Background: an optimization exercise with open tools, aiming at small area, a short achievable clock period and few clock cycles. Do not read the settings as production practice.
Only simulation tests tie the RTL to the original design; equivalence was not proved.

run a:
==> flow/design.v (excerpt) <==
module dirty_page_display_refresh_core
(
   input  logic                                clock,
   input  logic                                reset,
   input  logic                                req_valid,
   output logic                                req_stall,
   input  logic [7:0]                          req_byte,
   input  logic                                req_frame_start,
   output logic                                rsp_valid,
   input  logic                                rsp_stall,
   output logic                                rsp_is_data,
   output logic [63:0]                         rsp_payload,
   output logic [3:0]                          rsp_byte_count,
   output logic                                rsp_write_end,
   output logic                                rsp_last,
   input  logic                                csr_valid,
   output logic                                csr_ready,
   input  logic [1:0]                          csr_index,
   input  logic [7:0]                          csr_wdata
);
Size in the first run: about 11000 cells after synthesis, about 8600 flip-flops, roughly 98 I/O pins, roughly 190000 um^2 of cells after synthesis.
Settings: LEC_CHECK=0, ABC_CLOCK_PERIOD_IN_PS=3000, CAP_MARGIN=20, CORE_ASPECT_RATIO=2, CORE_MARGIN=2, CORE_UTILIZATION=60, CTS_BUF_LIST=sky130_fd_sc_hd__clkbuf_16, CTS_CLUSTER_DIAMETER=70, CTS_CLUSTER_SIZE=26, PLACE_DENSITY=0.7, SETUP_SLACK_MARGIN=5, SLEW_MARGIN=20, SYNTH_MEMORY_MAX_BITS=16384; clock period 8.0 ns.
run.sh (not shown) runs the stock make flow with config.mk's settings and CLKGATE_MAP_FILE= SYNTH_SCRIPT=/design/flow/synth_recipe.tcl, a recipe that flattens the netlist after the stock synthesis.
Testbench counts of run a, summed over its fixed seeds: cycles 50,179.
[inputs] run b vs run a
diff --git a/flow/design.v b/flow/design.v
--- a/flow/design.v
+++ b/flow/design.v
@@ -97,14 +97,15 @@
    input  logic [1:0]                          csr_index,
    input  logic [7:0]                          csr_wdata
 );
    localparam int N    = 1024;
    localparam int K    = 16;
    localparam int NWIN = 64;
    localparam int WOFF = 5;
+   localparam int PMAX = 4;    
    localparam int LK = $clog2(K);
    localparam int NT = N / K;
    localparam int LT = $clog2(NT);
    localparam int WS = N / NWIN;
    localparam int LS = $clog2(WS);
    localparam int LW = $clog2(NWIN);
    localparam int RT0 = (WOFF + 9) / K + 1;
@@ -220,17 +221,26 @@
    logic       q0_from_in;
    logic       q1_from_in;
    logic       q0_valid_next;
    logic       q1_valid_next;
    logic [9:0] q0_slot_next;
    logic [9:0] q1_slot_next;
    logic [2:0] q0_page_next;
+   logic       q0_end_next;
    assign w_go = q_go;
+   logic       pend_full;
+   logic [3:0] pend_n;
+   always_comb begin
+      pend_n = '0;
+      for (int i = 0; i < 8; i++) pend_n = pend_n + 4'(pend_ff[i]);
+   end
+   assign pend_full = (pend_n >= 4'(PMAX)) || (w_go && q_end[0] && (pend_n >= 4'(PMAX - 1)));
    assign q0_go_next = q0_valid_next && q0_al_next
-                       && !(pend_ff[q0_page_next] || (w_go && q_end[0] && (q_page[0] == q0_page_next)));
+                       && !(pend_ff[q0_page_next] || (w_go && q_end[0] && (q_page[0] == q0_page_next)))
+                       && !(q0_end_next && pend_full);
    always_comb begin
       q0_from_1 = 1'b0;
       q0_from_in = 1'b0;
       q1_from_in = 1'b0;
       if (!q_valid[0] || w_go) begin
          if (q_valid[1]) begin
             q0_from_1 = 1'b1;
@@ -252,17 +262,24 @@
                                       : (col_ff[LK-1:0] == t_ff[LK-1:0] + LK'(1));
       end else begin
          q0_slot_next = q_slot[0] - 10'd1;
          q0_al_next = (q_slot[0][LK-1:0] == LK'(1));
       end
       if (q1_from_in) q1_slot_next = p_slot;
       else q1_slot_next = q_slot[1] - 10'd1;
-      if (q0_from_1) q0_page_next = q_page[1];
-      else if (q0_from_in) q0_page_next = p_page;
-      else q0_page_next = q_page[0];
+      if (q0_from_1) begin
+         q0_page_next = q_page[1];
+         q0_end_next = q_end[1];
+      end else if (q0_from_in) begin
+         q0_page_next = p_page;
+         q0_end_next = p_end;
+      end else begin
+         q0_page_next = q_page[0];
+         q0_end_next = q_end[0];
+      end
    end
    always_ff @(posedge clock) begin
       if (reset) begin
          q_valid[0] <= 1'b0;
          q_valid[1] <= 1'b0;
          q_go <= 1'b0;
          stall_ff <= 1'b0;
@@ -345,28 +362,28 @@
       x_first <= q_first[0];
       d_diff <= ram_cmp_diff;
       d_page <= x_page;
       d_end <= x_end;
       d_fs <= x_fs;
       d_first <= x_first;
    end
-   logic [2:0] sq [8];
-   logic [2:0] sq_rd;
-   logic [2:0] sq_wr;
-   logic [3:0] sq_count;
+   logic [2:0] sq [PMAX];
+   logic [1:0] sq_rd;
+   logic [1:0] sq_wr;
+   logic [2:0] sq_count;
    logic       sq_pop;
    always_ff @(posedge clock) begin
       if (reset) begin
          sq_rd <= '0;
          sq_wr <= '0;
          sq_count <= '0;
       end else begin
-         if (d_send) sq_wr <= sq_wr + 3'd1;
-         if (sq_pop) sq_rd <= sq_rd + 3'd1;
-         sq_count <= sq_count + 4'(d_send) - 4'(sq_pop);
+         if (d_send) sq_wr <= sq_wr + 2'd1;
+         if (sq_pop) sq_rd <= sq_rd + 2'd1;
+         sq_count <= sq_count + 3'(d_send) - 3'(sq_pop);
       end
    end
    always_ff @(posedge clock) begin
       if (d_send) sq[sq_wr] <= d_page;
    end
    logic          r_act;
    logic          r_init;     
@@ -402,15 +419,15 @@
    logic        o_wend;
    logic        o_last;
    assign out_free = !rsp_valid_ff || !rsp_stall;
    assign cmd_load = out_free && ((r_act && (r_step != 2'd3)) || sq_pop);
    assign shift = out_free && !cmd_load;
    assign adv = rsp_valid_ff && !rsp_stall && o_is_data;
    assign r_done = adv && o_last;
-   assign sq_pop = (!r_act || r_done) && (sq_count != 4'd0);
+   assign sq_pop = (!r_act || r_done) && (sq_count != 3'd0);
    assign r_slot_new = {r_page, 7'd0} - t_ff - 10'd1;
    assign r_slot_adv = r_slot + 10'd7;
    assign r_slot_dec = r_slot - 10'd1;
    logic [LW-1:0] win_n, win_a, win_d;
    logic          match_n, match_a, match_d;
    logic [7:0]    rem_n, rem_a, rem_d;
    logic          fin_n, fin_a, fin_d;
==> run summary <==
Summary of run b over run a: total of fill cells in the finished design decreased 426, vertical die dimension has remained practically unchanged, routed wire length increased by 2000 um relative to the old numbers, die width closely matched the old numbers, combined buffer and inverter count along the critical path rose by 2. For the critical path depth, run b came in 12 higher than run a did. Between run a and run b, the summed instance area of the synthesized netlist figures differ only marginally. Comparing number of clock-tree buffers in the layout for run b and run a, the bigger number came from run b. Compared with run a, in run b post-layout minimum cycle time picked up an extra 0.67 ns, setup slack lost 0.67 ns.
Testbench counts of run b, summed over its fixed seeds: cycles 50,179.

afterwards: timing with drivers on the ports:
How much do the figures lean on ideal ports? The routed layouts below were timed once more, with nothing changed but the port constraints.
Step 1, drivers: a clkbuf_16 drives clock and a buf_2 each remaining input, both assumed.
Step 2 times the ports against the registers' clock, not the clock port: input delays grow and output delays shrink by t, the midpoint of the rising clock arrivals with the driver on.
Slacks: ideal / step 1 / step 2; pairs: ideal / step 1.
run	t (ns)	setup slack, ns	hold slack, ns	worst data-port slew with drivers (ns)	pins driven straight from the clock port
run a	1.018	4.958 / 4.863 / 4.066	0.282 / 0.282 / 0.282	0.20	1
run b	1.035	4.292 / 4.292 / 3.376	0.261 / 0.261 / 0.261	0.23	1
After both steps every run listed still meets setup and hold. For run b, which loses most, drivers alone change the setup slack by 0.000 ns; drivers and shift together by -0.916 ns.
